Source: an optimization exercise on an open RTL-to-GDS flow (aim: small area, a short achievable clock period and few clock cycles per item). Production flows keep margins and buffers that such runs may drop.
For this run, only the layout was checked, not whether the RTL still works.
Power is estimated from default activity; no workload was simulated.

==> design/flow/design.v <==
package rcim_pkg;
    localparam int MAX_INTERVALS  = 32;
    localparam int SLOTS          = MAX_INTERVALS + 1;
    localparam int COORD_BITS     = 26;
    localparam int REACH_BITS     = COORD_BITS - 1;
    localparam int SPAN_BITS      = COORD_BITS + 1;
    localparam int COUNT_OUT_BITS = 6;
    localparam int X_LSB        = 0;
    localparam int Y_LSB        = X_LSB + COORD_BITS;
    localparam int REACH_LSB    = Y_LSB + COORD_BITS;
    localparam int ROW_LSB      = REACH_LSB + REACH_BITS;
    localparam int IN_USED_BITS = ROW_LSB + COORD_BITS;
    localparam int IN_DATA_BITS = ((IN_USED_BITS + 7) / 8) * 8;
    localparam int OUT_USED_BITS = 3 * SPAN_BITS + COUNT_OUT_BITS;
    localparam int OUT_DATA_BITS = ((OUT_USED_BITS + 7) / 8) * 8;
    localparam int OUT_USER_BITS = 3;
    typedef struct packed {
        logic signed [SPAN_BITS-1:0] b;
        logic signed [SPAN_BITS-1:0] a;
    } t_ival;
endpackage
module rcim_ram (
    input  logic                                  i_clk,
    input  logic                                  i_rst_n,
    input  logic                                  i_upd,       
    input  logic [rcim_pkg::SLOTS-1:0]            i_kill,      
    input  logic                                  i_append,
    input  logic [rcim_pkg::SPAN_BITS-1:0]        i_new_a,
    input  logic [rcim_pkg::SPAN_BITS-1:0]        i_new_b,
    output logic [rcim_pkg::SLOTS-1:0]            o_valid,
    output logic [rcim_pkg::SLOTS-1:0][rcim_pkg::SPAN_BITS-1:0] o_a,
    output logic [rcim_pkg::SLOTS-1:0][rcim_pkg::SPAN_BITS-1:0] o_b
);
    localparam int N = rcim_pkg::SLOTS;
    logic [N-1:0]     r_valid;
    localparam int S = rcim_pkg::SPAN_BITS;
    logic [N-1:0][S-1:0] r_a;
    logic [N-1:0][S-1:0] r_b;
    logic [N-1:0]     w_move;      
    logic [N-1:0]     w_keep;      
    always_comb begin
        w_move[0] = !r_valid[0];
        for (int i = 1; i < N; i++) begin
            w_move[i] = w_move[i-1] || !r_valid[i];
        end
        w_keep = i_upd ? (r_valid & ~i_kill) : r_valid;
    end
    always_ff @(posedge i_clk) begin
        if (!i_rst_n) begin
            r_valid <= '0;
        end else begin
            for (int i = 0; i < N - 1; i++) begin
                r_valid[i] <= w_move[i] ? w_keep[i+1] : w_keep[i];
            end
            r_valid[N-1] <= w_move[N-1] ? (i_upd && i_append) : w_keep[N-1];
        end
    end
    always_ff @(posedge i_clk) begin
        for (int i = 0; i < N - 1; i++) begin
            if (w_move[i]) begin
                r_a[i] <= r_a[i+1];
                r_b[i] <= r_b[i+1];
            end
        end
        r_a[N-1] <= i_new_a;
        r_b[N-1] <= i_new_b;
    end
    assign o_valid = r_valid;
    assign o_a     = r_a;
    assign o_b     = r_b;
endmodule
module rcim_cmp (
    input  logic signed [rcim_pkg::SPAN_BITS-1:0] i_ea,
    input  logic signed [rcim_pkg::SPAN_BITS-1:0] i_eb,
    input  logic signed [rcim_pkg::SPAN_BITS-1:0] i_qa,
    input  logic signed [rcim_pkg::SPAN_BITS-1:0] i_qb,
    output logic                                  o_touch,
    output logic                                  o_lo_out,   
    output logic                                  o_hi_out    
);
    always_comb begin
        o_touch  = (i_ea < i_qb) && (i_eb > i_qa);
        o_lo_out = (i_ea <= i_qa);
        o_hi_out = (i_eb >= i_qb);
    end
endmodule
module rcim_engine (
    input  logic                                 i_clk,
    input  logic                                 i_rst_n,
    input  logic                                 i_adv,
    input  logic                                 i_in_valid,
    input  logic                                 i_in_clear,
    input  logic [rcim_pkg::IN_DATA_BITS-1:0]    i_in_data,
    output logic                                 o_res_valid,
    output logic [rcim_pkg::OUT_DATA_BITS-1:0]   o_res_data,
    output logic [rcim_pkg::OUT_USER_BITS-1:0]   o_res_user
);
    localparam int N  = rcim_pkg::SLOTS;
    localparam int S  = rcim_pkg::SPAN_BITS;
    localparam int C  = rcim_pkg::COORD_BITS;
    localparam int R  = rcim_pkg::REACH_BITS;
    logic                 r1_valid;
    logic                 r1_clear;
    logic signed [C-1:0]  r1_x, r1_y, r1_row;
    logic        [R-1:0]  r1_reach;
    always_ff @(posedge i_clk) begin
        if (!i_rst_n) begin
            r1_valid <= 1'b0;
        end else if (i_adv) begin
            r1_valid <= i_in_valid;
        end
    end
    always_ff @(posedge i_clk) begin
        if (i_adv && i_in_valid) begin
            r1_clear <= i_in_clear;
            r1_x     <= i_in_data[rcim_pkg::X_LSB +: C];
            r1_y     <= i_in_data[rcim_pkg::Y_LSB +: C];
            r1_reach <= i_in_data[rcim_pkg::REACH_LSB +: R];
            r1_row   <= i_in_data[rcim_pkg::ROW_LSB +: C];
        end
    end
    logic                 w_row_ge;
    logic signed [S:0]    w_t1, w_t2, w_xr;
    logic                 w_covers;
    always_comb begin
        w_row_ge = (r1_row >= r1_y);
        w_t1     = $signed({3'b000, r1_reach}) + (S+1)'(r1_y) - (S+1)'(r1_row);
        w_t2     = $signed({3'b000, r1_reach}) + (S+1)'(r1_row) - (S+1)'(r1_y);
        w_xr     = w_row_ge ? w_t1 : w_t2;
        w_covers = !w_xr[S];
    end
    logic                 r15_valid;
    logic                 r15_clear;
    logic                 r15_covers;
    logic signed [C-1:0]  r15_x;
    logic        [R-1:0]  r15_xr;
    always_ff @(posedge i_clk) begin
        if (!i_rst_n) begin
            r15_valid <= 1'b0;
        end else if (i_adv) begin
            r15_valid <= r1_valid;
        end
    end
    always_ff @(posedge i_clk) begin
        if (i_adv) begin
            r15_clear  <= r1_clear;
            r15_covers <= w_covers;
            r15_x      <= r1_x;
            r15_xr     <= w_xr[R-1:0];
        end
    end
    logic signed [S-1:0]  w_qa, w_qb;
    logic        [S-1:0]  w_xe, w_xrz;
    always_comb begin
        w_xe  = {r15_x[C-1], r15_x};
        w_xrz = {{(S-R){1'b0}}, r15_xr};
        w_qa  = w_xe + ~w_xrz;
        w_qb  = w_xe + w_xrz + S'(1);
    end
    logic                 r2_valid;
    logic                 r2_clear;
    logic                 r2_covers;
    rcim_pkg::t_ival      r2_q;
    always_ff @(posedge i_clk) begin
        if (!i_rst_n) begin
            r2_valid <= 1'b0;
        end else if (i_adv) begin
            r2_valid <= r15_valid;
        end
    end
    always_ff @(posedge i_clk) begin
        if (i_adv) begin
            r2_clear  <= r15_clear;
            r2_covers <= r15_covers;
            r2_q.a    <= w_qa;
            r2_q.b    <= w_qb;
        end
    end
    logic [N-1:0]         w_valid;
    logic [N-1:0][S-1:0]  w_sa, w_sb;
    logic [N-1:0]         w_live;
    logic [N-1:0]         w_touch, w_lo_out, w_hi_out;
    logic [N-1:0]         w_sel_lo, w_sel_hi, w_in;
    logic                 w_contained, w_any_touch, w_full;
    logic                 w_upd, w_append, w_ovf;
    logic [N-1:0]         w_kill;
    rcim_pkg::t_ival      w_run;
    logic signed [S-1:0]  w_run_a, w_run_b;
    assign w_live = r2_clear ? '0 : w_valid;
    for (genvar g = 0; g < N; g++) begin : g_cmp
        rcim_cmp u_cmp (
            .i_ea     (w_sa[g]),
            .i_eb     (w_sb[g]),
            .i_qa     (r2_q.a),
            .i_qb     (r2_q.b),
            .o_touch  (w_touch[g]),
            .o_lo_out (w_lo_out[g]),
            .o_hi_out (w_hi_out[g])
        );
    end
    always_comb begin
        w_sel_lo = w_live & w_touch & w_lo_out;
        w_sel_hi = w_live & w_touch & w_hi_out;
        w_in     = w_sel_lo & w_sel_hi;
        w_contained = |w_in;
        w_any_touch = |(w_live & w_touch);
        w_full = 1'b0;
        for (int i = 0; i < N; i++) begin
            w_full = w_full || (w_live == ~(N'(1) << i));
        end
        w_run_a = '0;
        w_run_b = '0;
        for (int i = 0; i < N; i++) begin
            w_run_a = w_run_a | (w_sel_lo[i] ? w_sa[i] : S'(0));
            w_run_b = w_run_b | (w_sel_hi[i] ? w_sb[i] : S'(0));
        end
        w_run.a  = (|w_sel_lo) ? w_run_a : r2_q.a;
        w_run.b  = (|w_sel_hi) ? w_run_b : r2_q.b;
        w_upd    = i_adv && r2_valid;
        w_kill   = (r2_clear || (r2_covers && !w_contained)) ? (r2_clear ? '1 : (w_live & w_touch)) : '0;
        w_ovf    = r2_covers && !w_contained && !w_any_touch && w_full;
        w_append = r2_covers && !w_contained && !w_ovf;
    end
    rcim_ram u_ram (
        .i_clk    (i_clk),
        .i_rst_n  (i_rst_n),
        .i_upd    (w_upd),
        .i_kill   (w_kill),
        .i_append (w_append),
        .i_new_a  (w_run.a),
        .i_new_b  (w_run.b),
        .o_valid  (w_valid),
        .o_a      (w_sa),
        .o_b      (w_sb)
    );
    logic                 r3_valid;
    logic                 r3_covers;
    logic                 r3_ovf;
    rcim_pkg::t_ival      r3_q;
    always_ff @(posedge i_clk) begin
        if (!i_rst_n) begin
            r3_valid <= 1'b0;
        end else if (i_adv) begin
            r3_valid <= r2_valid;
        end
    end
    always_ff @(posedge i_clk) begin
        if (i_adv) begin
            r3_covers <= r2_covers;
            r3_ovf    <= r2_covers && w_ovf;
            r3_q      <= r2_q;
        end
    end
    logic [N-1:0]         w_f0, w_f1;
    logic                 w_seen0, w_seen1;
    logic signed [S-1:0]  w_b0, w_a1, w_b1;
    logic [5:0]           w_count;
    logic                 w_gv;
    logic signed [S-1:0]  w_gap, w_lo, w_hi;
    always_comb begin
        w_seen0 = 1'b0;
        w_seen1 = 1'b0;
        w_count = '0;
        for (int i = 0; i < N; i++) begin
            w_f0[i] = w_valid[i] && !w_seen0;
            w_f1[i] = w_valid[i] && w_seen0 && !w_seen1;
            w_seen1 = w_seen1 || (w_valid[i] && w_seen0);
            w_seen0 = w_seen0 || w_valid[i];
            w_count = w_count + 6'(w_valid[i]);
        end
        w_b0 = '0;
        w_a1 = '0;
        w_b1 = '0;
        for (int i = 0; i < N; i++) begin
            w_b0 = w_b0 | (w_f0[i] ? w_sb[i] : S'(0));
            w_a1 = w_a1 | (w_f1[i] ? w_sa[i] : S'(0));
            w_b1 = w_b1 | (w_f1[i] ? w_sb[i] : S'(0));
        end
        w_gv = w_seen1;
        if (!w_gv) begin
            w_gap = '0;
        end else if (w_b0 <= w_a1) begin
            w_gap = w_b0;
        end else begin
            w_gap = w_b1;
        end
        w_lo = r3_covers ? (r3_q.a + S'(1)) : S'(0);
        w_hi = r3_covers ? (r3_q.b - S'(1)) : S'(0);
    end
    logic                                 r4_valid;
    logic [rcim_pkg::OUT_DATA_BITS-1:0]   r4_data;
    logic [rcim_pkg::OUT_USER_BITS-1:0]   r4_user;
    always_ff @(posedge i_clk) begin
        if (!i_rst_n) begin
            r4_valid <= 1'b0;
        end else if (i_adv) begin
            r4_valid <= r3_valid;
        end
    end
    always_ff @(posedge i_clk) begin
        if (i_adv) begin
            r4_data <= rcim_pkg::OUT_DATA_BITS'({w_gap, w_count, w_hi, w_lo});
            r4_user <= {r3_ovf, w_gv, r3_covers};
        end
    end
    assign o_res_valid = r4_valid;
    assign o_res_data  = r4_data;
    assign o_res_user  = r4_user;
endmodule
module row_coverage_interval_merge_core (
    input  logic                                i_clk,
    input  logic                                i_rst_n,
    input  logic                                i_s_axis_tvalid,
    output logic                                o_s_axis_tready,
    input  logic [rcim_pkg::IN_DATA_BITS-1:0]   i_s_axis_tdata,
    input  logic                                i_s_axis_tuser,
    output logic                                o_m_axis_tvalid,
    input  logic                                i_m_axis_tready,
    output logic [rcim_pkg::OUT_DATA_BITS-1:0]  o_m_axis_tdata,
    output logic [rcim_pkg::OUT_USER_BITS-1:0]  o_m_axis_tuser
);
    logic w_adv;
    assign w_adv           = !o_m_axis_tvalid || i_m_axis_tready;
    assign o_s_axis_tready = w_adv;
    rcim_engine u_engine (
        .i_clk       (i_clk),
        .i_rst_n     (i_rst_n),
        .i_adv       (w_adv),
        .i_in_valid  (i_s_axis_tvalid),
        .i_in_clear  (i_s_axis_tuser),
        .i_in_data   (i_s_axis_tdata),
        .o_res_valid (o_m_axis_tvalid),
        .o_res_data  (o_m_axis_tdata),
        .o_res_user  (o_m_axis_tuser)
    );
endmodule
==> design/flow/run.sh <==
#!/bin/bash
# synth_recipe.tcl (not shown) runs the flow's synth.tcl, then flattens the netlist and writes it again
# the make line also repeats each setting of config.mk as NAME=value (left out here)
make -C /OpenROAD-flow-scripts/flow DESIGN_CONFIG=/design/flow/config.mk WORK_HOME=/design/flow/orfs CLKGATE_MAP_FILE= SYNTH_SCRIPT=/design/flow/synth_recipe.tcl finish
==> design/flow/config.mk <==
export PLATFORM = sky130hd
export DESIGN_NAME = row_coverage_interval_merge_core
export DESIGN_NICKNAME = row_coverage_interval_merge_core
export VERILOG_FILES = /design/flow/design.v
export SDC_FILE = /design/flow/constraint.sdc
export NUM_CORES = 4
export LEC_CHECK = 0
export CAP_MARGIN = 20
export CORE_MARGIN = 2
export CORE_UTILIZATION = 45
export PLACE_DENSITY = 0.65
export SETUP_SLACK_MARGIN = 4
export SLEW_MARGIN = 20
==> design/flow/constraint.sdc <==
create_clock -name core_clock -period 8.0 [get_ports {i_clk}]
set_input_delay 1.6000 -clock core_clock [delete_from_list [all_inputs] [get_ports {i_clk}]]
set_output_delay 1.6000 -clock core_clock [all_outputs]
set_load 0.01 [all_outputs]
==> notes.md <==
timing repair:
item | CTS
resized for setup | 598
gates cloned | 14
setup buffers | 225
setup endpoints to repair | 1047
pin swaps | 121
synth_stat cells (all sizes together), types with 177 or more instances:
cell type | n | area [µm²]
a21oi | 983 | 4920
a21o | 368 | 2763
a22oi | 604 | 4534
ha | 3666 | 45870
nand3 | 691 | 3458
o21a | 177 | 1329
nand2 | 1211 | 4553
a222oi | 492 | 4925
nor2 | 629 | 2399
nor2b | 182 | 1139
edfxtp | 2084 | 62580
o21ai | 766 | 3834
nand4 | 716 | 4486
clkbuf | 444 | 1667
nor3 | 319 | 1607
a221o | 221 | 2212
a221oi | 278 | 2435
inv | 547 | 2053
a211oi | 285 | 2140
kinds of logic after synthesis:
group	Yosys count
xor+xnor	145
mux	89
simple gates	4530
other cells	1
buf+inv	1080
flops	2176
fa+ha+maj	3750
compound gates	5247
metal layers:
layer	global-route usage [%]	overflow
met5	9.122	1
met3	43.68	4
met4	69.00	84
met1	70.06	0
met2	85.81	95
stage by stage:
step | hold WS, ns | setup TNS (ns) | cell area, µm² | util [%] | instances
floorplan | 0.4003 | -49.50 | 180100 | - | 17020
global placement | 0.4024 | -1.168 | 200500 | 50.61 | 23410
detailed placement | 0.4045 | -0.3414 | 200600 | 50.61 | 23410
CTS | 0.4082 | 0 | 215000 | 54.27 | 24150
how the worst max path moves through the flow:
stage                              start                      end  cells after the start
2_1_floorplan  u_engine.u_ram.r_valid[0]  u_engine.u_ram.r_a[621]                     10
3_3_place_gp   u_engine.u_ram.r_valid[0]     u_engine.r4_data[71]                     31
3_5_place_dp   u_engine.u_ram.r_valid[0]     u_engine.r4_data[72]                     30
4_1_cts        u_engine.u_ram.r_valid[0]     u_engine.r4_data[78]                     29
power groups by stage:
stage	combinational, mW	sequential (mW)	clock, mW
after CTS	61.2	33.9	13.4
after detailed placement	57.9	34.1	0
after global placement	56.4	34.3	0
after floorplan	31.8	24.9	0
==> results.sh <==
export IMPL_ys_seq_area_share_pct=35.93
export IMPL_synth_compound_area_share_pct=21.16
export IMPL_cts_root_buf="clkbuf_16"
export IMPL_cts_buffer_depth=4
export IMPL_grt_use_total_pct=66.91
export IMPL_hpwl_mm=981.4
export IMPL_synth_edf_count=2084
export IMPL_initial_core_util_pct=45.25
export IMPL_numClockSinks=2176
export IMPL_outcome="did not finish"
export IMPL_synth_xor_area_share_pct=0.7083
export IMPL_ios=202
export IMPL_post_synth_cell_area_avg_um2=10.54
export IMPL_cts_made_buffers=282
export IMPL_synth_async_sr_flop_share_pct=0
export IMPL_place_gp_congestion=1.175
export IMPL_hold_buffers=0
export IMPL_synth_nets=20870
export IMPL_syn_instance_count=17020
export IMPL_ys_types=101
export IMPL_ys_ff_latch=2176
export IMPL_synth_top_family_by_area="adder cells"
export IMPL_grt_max_degree=68
export IMPL_die_x_um=635.2
export IMPL_synth_ff_type="edfxtp_1"
export IMPL_grt_ovfl_total=184
export IMPL_toolErrorMsg="[ERROR GRT-0116] Global routing finished with congestion. Check the congestion regions in the DRC Viewer."
export IMPL_grt_pass1_vias=186200
export IMPL_lastStage="5_1_grt"
export IMPL_synthAdderAreaFrac_pct=26.49
export IMPL_synthSimpleGateAreaFrac_pct=12.88
export IMPL_pre_cts_ws_ns=-0.05894
export IMPL_port_buffers=199
export IMPL_netlist_area_um2=179300
export IMPL_die_h_um=635.2
export IMPL_synth_warnings=3
export IMPL_htreeDepth=5
export IMPL_synth_mux_area_share_pct=0.5297
export IMPL_std_cell_rows=231
export IMPL_grt_pass1_wl_mm=1825
